What follows belongs to an exercise in optimizing a design on an open flow for small area, a short achievable clock period and few clock cycles; a production flow would make more cautious choices.
At most, simulation tests tie the RTL to the original design; equivalence was not proved.
For run 2, only the layout was checked, not whether the RTL still works.
Power figures rest on the tool's default switching activity, not on a simulated workload.

File: design/flow/constraint.sdc
create_clock -name core_clock -period 10.0 [get_ports {clk}]
set_input_delay 2.0000 -clock core_clock [delete_from_list [all_inputs] [get_ports {clk}]]
set_output_delay 2.0000 -clock core_clock [all_outputs]
set_load 0.01 [all_outputs]
File: design/flow/config.mk
export PLATFORM = sky130hd
export DESIGN_NAME = subset_sum_zero_search_unit
export DESIGN_NICKNAME = subset_sum_zero_search_unit
export VERILOG_FILES = /design/flow/design.v
export SDC_FILE = /design/flow/constraint.sdc
export NUM_CORES = 8
export LEC_CHECK = 0
export CAP_MARGIN = 20
export CORE_MARGIN = 2
export CORE_UTILIZATION = 25
export PLACE_DENSITY = 0.4
export SLEW_MARGIN = 20
File: design/flow/design.v
package sszs_pkg;
  localparam int WORD_W  = 64;
  localparam int SLOT_W  = 6;
  localparam int MASK_W  = 32;
  localparam int COUNT_W = 6;
  localparam logic REQ_LOAD   = 1'b0;
  localparam logic REQ_SEARCH = 1'b1;
  typedef logic [WORD_W-1:0] word_t;
  typedef struct packed {
    logic load;     
    logic start;    
    logic step;     
    logic finish;   
  } cmd_t;
  typedef struct packed {
    logic last;     
  } status_t;
  function automatic logic [COUNT_W-1:0] popcount(input logic [MASK_W-1:0] m);
    logic [4*(MASK_W/8)-1:0] part;
    logic [COUNT_W-1:0]      total;
    for (int j = 0; j < MASK_W/8; j++) begin
      part[j*4 +: 4] = '0;
      for (int k = 0; k < 8; k++) begin
        part[j*4 +: 4] = part[j*4 +: 4] + 4'(m[j*8+k]);
      end
    end
    total = '0;
    for (int j = 0; j < MASK_W/8; j++) begin
      total = total + COUNT_W'(part[j*4 +: 4]);
    end
    popcount = total;
  endfunction
endpackage
module sszs_ctrl (
  input  logic              clk,
  input  logic              rst,
  input  logic              in_valid,
  input  logic              in_is_search,
  output logic              in_ready,
  input  logic              out_ready,
  output logic              out_valid,
  output sszs_pkg::cmd_t    cmd,
  input  sszs_pkg::status_t status
);
  typedef enum logic [1:0] {
    IDLE,
    SWEEP,
    FINISH
  } state_t;
  state_t state;
  always_comb begin
    cmd      = '0;
    in_ready = 1'b0;
    unique case (state)
      IDLE: begin
        in_ready = 1'b1;
        if (in_valid) begin
          cmd.start = in_is_search;
          cmd.load  = !in_is_search;
        end
      end
      SWEEP: begin
        cmd.step = 1'b1;
      end
      FINISH: begin
        cmd.finish = !out_valid || out_ready;
      end
      default: begin
        cmd = '0;
      end
    endcase
  end
  always_ff @(posedge clk) begin
    if (rst) begin
      state     <= IDLE;
      out_valid <= 1'b0;
    end else begin
      unique case (state)
        IDLE: begin
          if (in_valid && in_is_search) begin
            state <= SWEEP;
          end
        end
        SWEEP: begin
          if (status.last) begin
            state <= FINISH;
          end
        end
        FINISH: begin
          if (cmd.finish) begin
            state <= IDLE;
          end
        end
        default: begin
          state <= IDLE;
        end
      endcase
      if (cmd.finish) begin
        out_valid <= 1'b1;
      end else if (out_ready) begin
        out_valid <= 1'b0;
      end
    end
  end
endmodule
module sszs_datapath #(
  parameter int PREFIX_ENTRIES = 32,
  parameter int SUBSET_BITS    = 9
) (
  input  logic                         clk,
  input  sszs_pkg::cmd_t               cmd,
  input  logic [sszs_pkg::SLOT_W-1:0]  table_slot,
  input  logic [sszs_pkg::WORD_W-1:0]  value,
  output sszs_pkg::status_t            status,
  output logic [sszs_pkg::MASK_W-1:0]  found_mask,
  output logic [sszs_pkg::COUNT_W-1:0] found_count
);
  sszs_pkg::word_t             offset  [PREFIX_ENTRIES];
  sszs_pkg::word_t             sub_val [SUBSET_BITS];
  sszs_pkg::word_t             base    [PREFIX_ENTRIES];
  sszs_pkg::word_t             subsum;
  sszs_pkg::word_t             subsum_next;
  sszs_pkg::word_t             sel_val;
  logic [SUBSET_BITS-1:0]      step_cnt;
  logic [SUBSET_BITS-1:0]      step_inc;
  logic [SUBSET_BITS-1:0]      gray;
  logic [SUBSET_BITS-1:0]      flip;
  logic                        dir_sub;
  logic [sszs_pkg::MASK_W-1:0] mask;
  logic [sszs_pkg::MASK_W-1:0] hits;
  always_comb begin
    step_inc = step_cnt + SUBSET_BITS'(1);
    flip     = step_inc & ~(step_inc - SUBSET_BITS'(1));
    dir_sub  = |(gray & flip);
    sel_val  = '0;
    for (int i = 0; i < SUBSET_BITS; i++) begin
      if (flip[i]) begin
        sel_val = sel_val | sub_val[i];
      end
    end
    subsum_next = dir_sub ? (subsum - sel_val) : (subsum + sel_val);
  end
  always_comb begin
    hits = '0;
    for (int c = 0; c < PREFIX_ENTRIES; c++) begin
      hits[c] = ((base[c] + subsum) == '0);
    end
  end
  assign status.last = &step_cnt;
  always_ff @(posedge clk) begin
    if (cmd.load) begin
      for (int c = 0; c < PREFIX_ENTRIES; c++) begin
        if (table_slot == sszs_pkg::SLOT_W'(c)) begin
          offset[c] <= value;
        end
      end
      for (int i = 0; i < SUBSET_BITS; i++) begin
        if (table_slot == sszs_pkg::SLOT_W'(PREFIX_ENTRIES + i)) begin
          sub_val[i] <= value;
        end
      end
    end
    if (cmd.start) begin
      for (int c = 0; c < PREFIX_ENTRIES; c++) begin
        base[c] <= value + offset[c];
      end
      subsum   <= '0;
      gray     <= '0;
      step_cnt <= '0;
      mask     <= '0;
    end
    if (cmd.step) begin
      mask     <= mask | hits;
      subsum   <= subsum_next;
      gray     <= gray ^ flip;
      step_cnt <= step_inc;
    end
    if (cmd.finish) begin
      found_mask  <= mask;
      found_count <= sszs_pkg::popcount(mask);
    end
  end
endmodule
module subset_sum_zero_search_unit #(
  parameter int PREFIX_ENTRIES = 32,
  parameter int SUBSET_BITS    = 9
) (
  input  logic                         clk,
  input  logic                         rst,
  input  logic                         req_valid,
  output logic                         req_ready,
  input  logic                         req_type,
  input  logic [sszs_pkg::SLOT_W-1:0]  req_table_slot,
  input  logic [sszs_pkg::WORD_W-1:0]  req_value,
  output logic                         rsp_valid,
  input  logic                         rsp_ready,
  output logic [sszs_pkg::MASK_W-1:0]  rsp_found_mask,
  output logic [sszs_pkg::COUNT_W-1:0] rsp_found_count
);
  sszs_pkg::cmd_t    cmd;
  sszs_pkg::status_t status;
  sszs_ctrl u_ctrl (
    .clk          (clk),
    .rst          (rst),
    .in_valid     (req_valid),
    .in_is_search (req_type == sszs_pkg::REQ_SEARCH),
    .in_ready     (req_ready),
    .out_ready    (rsp_ready),
    .out_valid    (rsp_valid),
    .cmd          (cmd),
    .status       (status)
  );
  sszs_datapath #(
    .PREFIX_ENTRIES (PREFIX_ENTRIES),
    .SUBSET_BITS    (SUBSET_BITS)
  ) u_datapath (
    .clk         (clk),
    .cmd         (cmd),
    .table_slot  (req_table_slot),
    .value       (req_value),
    .status      (status),
    .found_mask  (rsp_found_mask),
    .found_count (rsp_found_count)
  );
endmodule
File: design/flow/run.sh
#!/bin/bash
# synth_recipe.tcl (not shown) runs the flow's synth.tcl, then flattens the netlist and writes it again
# the make line also repeats each setting of config.mk as NAME=value (left out here)
make -C /OpenROAD-flow-scripts/flow DESIGN_CONFIG=/design/flow/config.mk WORK_HOME=/design/flow/orfs CLKGATE_MAP_FILE= SYNTH_SCRIPT=/design/flow/synth_recipe.tcl finish
==> results of run 1 <==
## final cells by class
cell class	count	area, sq um
Antenna cell	337	843
Clock buffer	784	17200
Clock inverter	415	4440
Fill cell	157000	1070000
Inverter	1418	5340
Multi-Input combinational cell	31500	223000
Sequential cell	4827	145000
Tap cell	19900	24900
Timing Repair Buffer	987	9880
## layout by cell type (no fill, tap or decap), types with 137 or more instances in the layout
master / netlist / layout
a2111oi_0: 158 / 150
a211oi_1: 307 / 306
a21boi_0: 163 / 163
a21o_1: 2587 / 2587
a21oi_1: 4185 / 4185
a221oi_1: 151 / 151
a31oi_1: 465 / 465
and2_1: 236 / 235
and3_1: 395 / 395
buf_4: 2 / 726
clkbuf_16: 0 / 668
diode_2: 0 / 337
edfxtp_1: 4824 / 4824
ha_1: 4129 / 4128
inv_1: 1418 / 1414
mux2i_1: 137 / 137
nand2_1: 2659 / 2656
nand2b_1: 617 / 616
nand3_1: 897 / 896
nand4_1: 799 / 799
nor2_1: 2382 / 2348
nor2b_1: 624 / 622
nor3_1: 579 / 571
nor4_1: 249 / 248
o2111ai_1: 174 / 174
o211ai_1: 247 / 247
o21a_1: 535 / 535
o21ai_0: 2326 / 2325
o21bai_1: 632 / 632
o22ai_1: 157 / 157
o31ai_1: 208 / 208
or3_1: 158 / 157
xnor2_1: 2089 / 2087
xor2_1: 1154 / 1154
## worst paths after layout
kind	start	end	slack, ps	depth (start not counted)
max reg2reg	u_datapath.step_cnt[0]	u_datapath.subsum[62]	1210	32
min	u_datapath.mask[26]	u_datapath.found_mask[26]	440	0
max	u_datapath.step_cnt[0]	u_datapath.subsum[62]	1210	32
min reg2reg	u_datapath.mask[26]	u_datapath.found_mask[26]	440	0
## through the flow
| step | cell area (sq um) | util | setup WS [ps] | total power [uW] |
|---|---|---|---|---|
| after floorplan | 376000 | - | -23370 | 39400 |
| after global placement | 407000 | 0.271 | 1220 | 49200 |
| after detailed placement | 408000 | 0.272 | 1380 | 49000 |
| after CTS | 429000 | 0.286 | 1460 | 73900 |
| after global routing | 430000 | 0.286 | 771 | 76600 |
| final | 430000 | 0.287 | 1210 | 73500 |
## worst max-delay path, delay by kind of cell, from the launching register on
family | cells | cell delay (ps)
and+or+nand+nor | 15 | 3810
AOI/OAI and AO/OA | 12 | 2780
adders and majority gates | 3 | 840
DFF | 1 | 550
xor gates and xnor gates | 2 | 460
## power by group through the flow
stage / Clock, uW / Combinational (uW) / Sequential [uW]
2_1_floorplan: 0 / 14900 / 24500
3_3_place_gp: 0 / 25200 / 24000
3_5_place_dp: 0 / 25100 / 23900
4_1_cts: 25100 / 25300 / 23500
5_1_grt: 25800 / 27300 / 23600
6_report: 24500 / 25400 / 23500
## flip-flops by register name (all words and copies together) (netlist names)
register,flops
u_datapath.gray,9
u_datapath.sub_val,576
u_datapath.mask,32
u_datapath.subsum,64
u_datapath.offset,2048
u_ctrl.state,2
u_datapath.found_mask,32
u_datapath.base,2048
u_ctrl.out_valid,1
u_datapath.found_count,6
u_datapath.step_cnt,9
## cell families (layout without fill, tap and decap cells)
group	after synthesis	in the layout	share of synthesized area
adder cells (fa/ha/maj)	4216	4216	0.142
XOR/XNOR	3244	3244	0.0756
AND/OR/NAND/NOR	10200	10200	0.135
flip-flops	4827	4827	0.385
buffers and inverters	2390	3604	0.0241
AO/OA/AOI/OAI	13700	13700	0.234
multiplexers	159	159	0.00430
other	0	337	0
## metal layers
layer	vias to the layer above	routed length, um	global-route usage
met5	-	268	0
met4	38	80900	0.0998
met3	2174	123000	0.0296
met2	13300	827000	0.368
met1	164000	835000	0.327
li1	150000	-	-
==> metrics.csv, run 1 <==
metric,value,unit
Int Pwr,45600,uW
die span in y,1.23,mm
number of synthesized flops with an enable pin,4824,
Critical Path AT,9720,ps
Synth area leaders,"edfxtp_1, ha_1, a21oi_1",
number of global-route vias before repair,311000,
Placer Congestion,0.926,
routed via count,330000,
post-cts sizing count,0,
Synth-to-Final Area Change,14.3,%
#FFs+latches synth,4827,
Syn Std Cell Area,376000,sq um
crit end category,register,
Num CTS Buffers,659,
Tmin final,8790,ps
max_cap viols,0,
HPWL Detailed,1390,mm
leading area contributor after synthesis,edfxtp_1,
CTS tree,done,
Sequential Power Share,0.320,
Post-synth top cells,"edfxtp_1, a21oi_1, ha_1",
Synth Warn #,5,
Setup Skew,75.3,ps
Global Route Usage Sum,0.235,
First-pass DRT Iterations,7,
"Reg clk slew, reported paths",70,ps
RSZ-0062 raised after global routing,false,
final count of negative-setup-slack endpoints,0,
most common cell in the synthesized netlist,edfxtp_1,
clk buf depth,5,
Placed Instances,58600,
fmax,0.114,GHz
worst skew pair latency,1230,ps
core area,1500000,sq um
hold slack final,440,ps
relative slew slack,0.204,
period utilisation layout,0.879,
post-route antenna net violation count,0,
Yosys cell types,114,
non-filler instance count after layout,60200,
status,finished clean,
post-synthesis sequential area ratio,0.385,
CTS Root Cell,clkbuf_16,
cell count after synthesis,38700,
Slew @ Worst Pin,1190,ps
# port buffers,114,
I/O Pins,115,
1st-iter DRT viols,38100,
initial antenna violation count,378,
slowest CP cell,edfxtp_1,
Power Dens Cells,171,nW/um^2
Psw,27900,uW
CP Launch Type,register,
top-area cell type share of the netlist area,0.385,
average via count per standard cell,5.48,
Rows,450,
Post-CTS Setup Bufs,0,
WS Path Type,register to register,
delay of the slowest critical-path stage,550,ps
DRC Markers,0,
pin count of the biggest net entering global routing,121,
peak supply drop,0.315,mV
combinational share of power,0.346,
Clock Sinks,4827,
H-tree depth,6,
switching portion of total power,0.379,
final hold viol count,0,
post-synth net total,43000,
hold bufs inserted after CTS,0,
fraction of registers with async set/reset,0,
drt total wl,1870,mm
setup_tns,0,ps
full die area,1520000,sq um
wire per inst,31.0,um
clock power share,0.334,
Final Slew Violations,0,
CP Max Fanout,16,
layout cells sized above 1,0.0576,
Lkg Pwr,0.170,uW
Die W,1.23,mm
first-pass GRT wire length,2530,mm
Worst EP required,10930,ps
Mapped Avg Cell Area,9.71,sq um
Layout Nets,43700,
Overflow after GRT,0,
Synth Flop Type,edfxtp_1,
Hold WC Path Type,register to register,
Initial Util,0.251,
Testbench counts, summed over its fixed seeds: cycles 99,272.
==> inputs of run 2 (changes only) <==
==> design/flow/design.v (replaced) <==
package sszs_pkg;
  localparam int WORD_W  = 64;
  localparam int SLOT_W  = 6;
  localparam int MASK_W  = 32;
  localparam int COUNT_W = 6;
  localparam logic REQ_LOAD   = 1'b0;
  localparam logic REQ_SEARCH = 1'b1;
  typedef logic [WORD_W-1:0] word_t;
  typedef struct packed {
    logic load;     
    logic start;    
    logic step;     
    logic finish;   
  } cmd_t;
  typedef struct packed {
    logic last;     
  } status_t;
  function automatic logic [COUNT_W-1:0] popcount(input logic [MASK_W-1:0] m);
    logic [4*(MASK_W/8)-1:0] part;
    logic [COUNT_W-1:0]      total;
    for (int j = 0; j < MASK_W/8; j++) begin
      part[j*4 +: 4] = '0;
      for (int k = 0; k < 8; k++) begin
        part[j*4 +: 4] = part[j*4 +: 4] + 4'(m[j*8+k]);
      end
    end
    total = '0;
    for (int j = 0; j < MASK_W/8; j++) begin
      total = total + COUNT_W'(part[j*4 +: 4]);
    end
    popcount = total;
  endfunction
endpackage
module subset_sum_zero_search_unit #(
  parameter int PREFIX_ENTRIES = 32,
  parameter int SUBSET_BITS    = 9,
  parameter int NLO            = 3
) (
  input  logic                         clk,
  input  logic                         rst,
  input  logic                         req_valid,
  output logic                         req_ready,
  input  logic                         req_type,
  input  logic [sszs_pkg::SLOT_W-1:0]  req_table_slot,
  input  logic [sszs_pkg::WORD_W-1:0]  req_value,
  output logic                         rsp_valid,
  input  logic                         rsp_ready,
  output logic [sszs_pkg::MASK_W-1:0]  rsp_found_mask,
  output logic [sszs_pkg::COUNT_W-1:0] rsp_found_count
);
  localparam int W     = sszs_pkg::WORD_W;
  localparam int NHI   = SUBSET_BITS - NLO;
  localparam int NW    = 1 << NLO;
  localparam int NST   = 1 << NHI;
  localparam int PH_W  = $clog2(NLO + NST + 2) + 1;
  localparam int PH_FC = NLO + 2;           
  localparam int PH_LC = NLO + 1 + NST;     
  logic [W-1:0] off [PREFIX_ENTRIES];
  logic [W-1:0] sv  [SUBSET_BITS];
  logic                        in_v;
  logic                        in_search;
  logic [sszs_pkg::SLOT_W-1:0] in_slot;
  logic [W-1:0]                in_val;     
  logic            act;        
  logic [PH_W-1:0] ph;
  logic            res_pend;   
  logic            ready_q;
  logic            init_q;     
  logic            cmp_q;      
  logic            first_q;    
  logic            last_q;     
  logic [NHI:0]    st;         
  logic [W-1:0]    dlt;        
  logic            cin;
  logic [NLO-1:0]  lo_sel;     
  logic out_free, move, hold, step, free;
  logic exec_load, exec, take;
  logic in_v_n, in_search_n, act_n;
  logic [PH_W-1:0] ph_n;
  logic [sszs_pkg::MASK_W-1:0] mask;
  logic [sszs_pkg::MASK_W-1:0] hitc;
  assign req_ready = ready_q;
  assign take      = req_valid && ready_q;
  assign out_free  = !rsp_valid || rsp_ready;
  assign move      = res_pend && out_free;
  assign hold      = first_q && res_pend && !out_free;
  assign step      = cmp_q && !last_q && !hold;
  assign free      = !act || last_q || rst;
  assign exec_load = in_v && !in_search && free;
  assign exec      = exec_load || init_q;
  always_comb begin
    in_v_n      = (in_v && !exec) || take;
    in_search_n = take ? req_type : in_search;
    act_n = act;
    ph_n  = ph;
    if (init_q) begin
      act_n = 1'b1;
      ph_n  = PH_W'(2);
    end else if (last_q) begin
      act_n = 1'b0;
    end else if (act && !hold) begin
      ph_n = ph + PH_W'(1);
    end
  end
  always_ff @(posedge clk) begin
    if (rst) begin
      act       <= 1'b0;
      ph        <= '0;
      res_pend  <= 1'b0;
      rsp_valid <= 1'b0;
      in_v      <= 1'b0;
      ready_q   <= 1'b1;
      init_q    <= 1'b0;
      cmp_q     <= 1'b0;
      first_q   <= 1'b0;
      last_q    <= 1'b0;
    end else begin
      in_v    <= in_v_n;
      act     <= act_n;
      ph      <= ph_n;
      ready_q <= !in_v_n || !act_n || (ph_n == PH_W'(PH_LC));
      init_q  <= in_v_n && in_search_n && (!act_n || (ph_n == PH_W'(PH_LC)));
      cmp_q   <= act_n && (ph_n >= PH_W'(PH_FC));
      first_q <= act_n && (ph_n == PH_W'(PH_FC));
      last_q  <= act_n && (ph_n == PH_W'(PH_LC));
      if (last_q) res_pend <= 1'b1;
      else if (move) res_pend <= 1'b0;
      if (move) rsp_valid <= 1'b1;
      else if (rsp_ready) rsp_valid <= 1'b0;
    end
  end
  always_ff @(posedge clk) begin
    if (take) begin
      in_search <= req_type;
      in_slot   <= req_table_slot;
      in_val    <= req_type ? req_value - W'(1) : req_value;
    end
  end
  logic [NHI-1:0] st_gray;
  logic [NHI-1:0] flip;
  logic           st_add;
  logic [W-1:0]   hi_val;
  always_comb begin
    st_gray = st[NHI-1:0] ^ (st[NHI-1:0] >> 1);
    flip    = st[NHI-1:0] & ~(st[NHI-1:0] - NHI'(1));
    st_add  = |(st_gray & flip);
    hi_val  = '0;
    for (int i = 0; i < NHI; i++)
      if (flip[i]) hi_val = hi_val | sv[NLO + i];
  end
  always_ff @(posedge clk) begin
    lo_sel <= '0;
    if (init_q) begin
      dlt    <= sv[0];
      cin    <= 1'b0;
      lo_sel <= NLO'(1);
      st     <= (NHI + 1)'(1);
    end else if (act && ph <= PH_W'(NLO)) begin
      dlt    <= sv[ph - PH_W'(1)];
      lo_sel <= NLO'(1) << (ph - PH_W'(1));
    end else if (!hold) begin
      dlt <= st_add ? hi_val : ~hi_val;
      cin <= !st_add;
      st  <= st + (NHI + 1)'(1);
    end
  end
  logic [W-1:0] bbus;
  assign bbus = init_q ? in_val : dlt;
  logic [W-1:0] acc [NW];
  always_ff @(posedge clk) begin
    for (int k = 0; k < NW; k++) begin
      if (init_q || step || (|(lo_sel & NLO'(k))))
        acc[k] <= (init_q ? W'(0) : acc[k]) + bbus + W'(cin && !init_q);
    end
  end
  always_comb begin
    for (int c = 0; c < PREFIX_ENTRIES; c++) begin
      hitc[c] = 1'b0;
      for (int k = 0; k < NW; k++)
        hitc[c] = hitc[c] | (off[c] == ~acc[k]);
    end
  end
  always_ff @(posedge clk) begin
    if (cmp_q && !hold) mask <= (first_q ? '0 : mask) | hitc;
    if (move) begin
      rsp_found_mask  <= mask;
      rsp_found_count <= sszs_pkg::popcount(mask);
    end
  end
  always_ff @(posedge clk) begin
    if (exec_load) begin
      for (int c = 0; c < PREFIX_ENTRIES; c++)
        if (in_slot == sszs_pkg::SLOT_W'(c)) off[c] <= in_val;
      for (int i = 0; i < SUBSET_BITS; i++)
        if (in_slot == sszs_pkg::SLOT_W'(PREFIX_ENTRIES + i)) sv[i] <= in_val;
    end
  end
endmodule
--- a/design/flow/config.mk
+++ b/design/flow/config.mk
@@ -7,6 +7,8 @@
 export LEC_CHECK = 0
 export CAP_MARGIN = 20
 export CORE_MARGIN = 2
-export CORE_UTILIZATION = 25
-export PLACE_DENSITY = 0.4
+export CORE_UTILIZATION = 30
+export GPL_ROUTABILITY_DRIVEN = 1
+export PLACE_DENSITY = 0.5
+export SETUP_SLACK_MARGIN = 3
 export SLEW_MARGIN = 20
==> run 2 against run 1 <==
  * The run now fails in global routing
  * Synthesized cell count down 7.8%
  * Area after synthesis fell by 11%
==> metrics.csv, run 2 <==
metric,value,unit,change
top-area cell type share of the netlist area,0.298,,-0.0865
number of synthesized flops with an enable pin,3340,,-31%
post-synthesis sequential area ratio,0.300,,-0.0850
status,aborted with a tool error,,
H-tree depth,5,,-1
stopping stage,global routing,,
Post-synth top cells,"xnor2_1, xor2_1, edfxtp_1",,
Syn Std Cell Area,336000,sq um,-11%
Synth area leaders,"edfxtp_1, xnor2_1, xor2_1",,
die span in y,1.06,mm,-14%
fraction of registers with async set/reset,0,,unchanged
hold bufs inserted after CTS,0,,unchanged
I/O Pins,115,,unchanged
most common cell in the synthesized netlist,xnor2_1,,
HPWL Detailed,3060,mm,+120%
Synth Flop Type,edfxtp_1,,
post-synth net total,36300,,-16%
Post-CTS Setup Bufs,0,,unchanged
Error,[ERROR GRT-0116] Global routing finished with congestion. Check the congestion regions in the DRC Viewer.,,
# port buffers,114,,unchanged
Mapped Avg Cell Area,9.41,sq um,-3.1%
Initial Util,0.301,,+0.0502
Clock Sinks,3368,,-30%
Num CTS Buffers,456,,-31%
#FFs+latches synth,3368,,-30%
Global Route Usage Sum,0.872,,
number of global-route vias before repair,401000,,
Overflow after GRT,12700,,
CTS Root Cell,clkbuf_16,,
Placer Congestion,1.25,,+35%
Die W,1.06,mm,-14%
Yosys cell types,86,,-25%
Synth Warn #,4,,-1
pin count of the biggest net entering global routing,143,,
cell count after synthesis,35700,,-7.8%
first-pass GRT wire length,6250,mm,
post-cts sizing count,0,,unchanged
Rows,388,,-14%
clk buf depth,5,,unchanged
leading area contributor after synthesis,edfxtp_1,,
[run 2: cell count changes after synthesis, moves of 1929 or more]
cell	previous run	this run
a21o_1	2587	350
a21oi_1	4185	723
ha_1	4129	520
nand2_1	2659	621
nor2_1	2382	453
nor4_1	249	3092
o21ai_0	2326	355
xnor2_1	2089	10381
xor2_1	1154	6439
[run 2: cells by family after synthesis]
family	count (synthesis)	synth area share
xor+xnor	16800	0.438
flops	3368	0.300
compound gates	2580	0.0513
buf+inv	4670	0.0522
simple gates	7644	0.134
fa+ha+maj	560	0.0217
mux	65	0.00217
[run 2: worst min path at each step]
stage / slack [ps] / from / to
4_1_cts: 450 / mask[11] / rsp_found_mask[11]
2_1_floorplan: 430 / mask[11] / rsp_found_mask[11]
3_3_place_gp: 430 / mask[1] / rsp_found_mask[1]
3_5_place_dp: 430 / mask[11] / rsp_found_mask[11]
[run 2: routing by layer]
layer / global-route usage / GRT overflow
met2: 0.940 / 4544
met3: 0.804 / 2520
met4: 0.821 / 2010
met5: 0.724 / 352
met1: 0.892 / 3294
[run 2: metrics by stage]
step | std cells | util | area (sq um) | setup slack (ps)
after floorplan | 35700 | - | 336000 | 3610
after global placement | 49000 | 0.325 | 363000 | 2810
after detailed placement | 49000 | 0.327 | 365000 | 3070
after CTS | 49900 | 0.340 | 380000 | 3050
[run 2: power by group through the flow]
stage | clock [uW] | combinational [uW] | sequential (uW)
detailed placement | 0 | 111000 | 19900
CTS | 18200 | 112000 | 19600
global placement | 0 | 111000 | 20300
floorplan | 0 | 44900 | 18500

## afterwards: timing with drivers on the ports
Ports are ideal in the flow. The routed layout listed here was re-timed in OpenROAD. Step 1, drivers: a clkbuf_16 drives clk and a buf_2 each remaining input, both assumed. Step 2 times the ports against the registers' clock, not the clock port: input delays grow and output delays shrink by t, the midpoint of the rising clock arrivals with the driver on. a / b / c = ideal / step 1 / step 2; a / b = the first two.
run: run 1
t, ns: 1.356
slack for setup (ns): 1.214 / 1.214 / 1.214
hold WS [ns]: 0.440 / 0.440 / 0.440
slew at the worst register clock pin (ns): 0.08 / 0.08
cell pins on the clock port's net: 1
After both steps run 1 still meets setup and hold. For run 1, drivers alone change the setup slack by 0.000 ns; drivers and shift together by 0.000 ns.
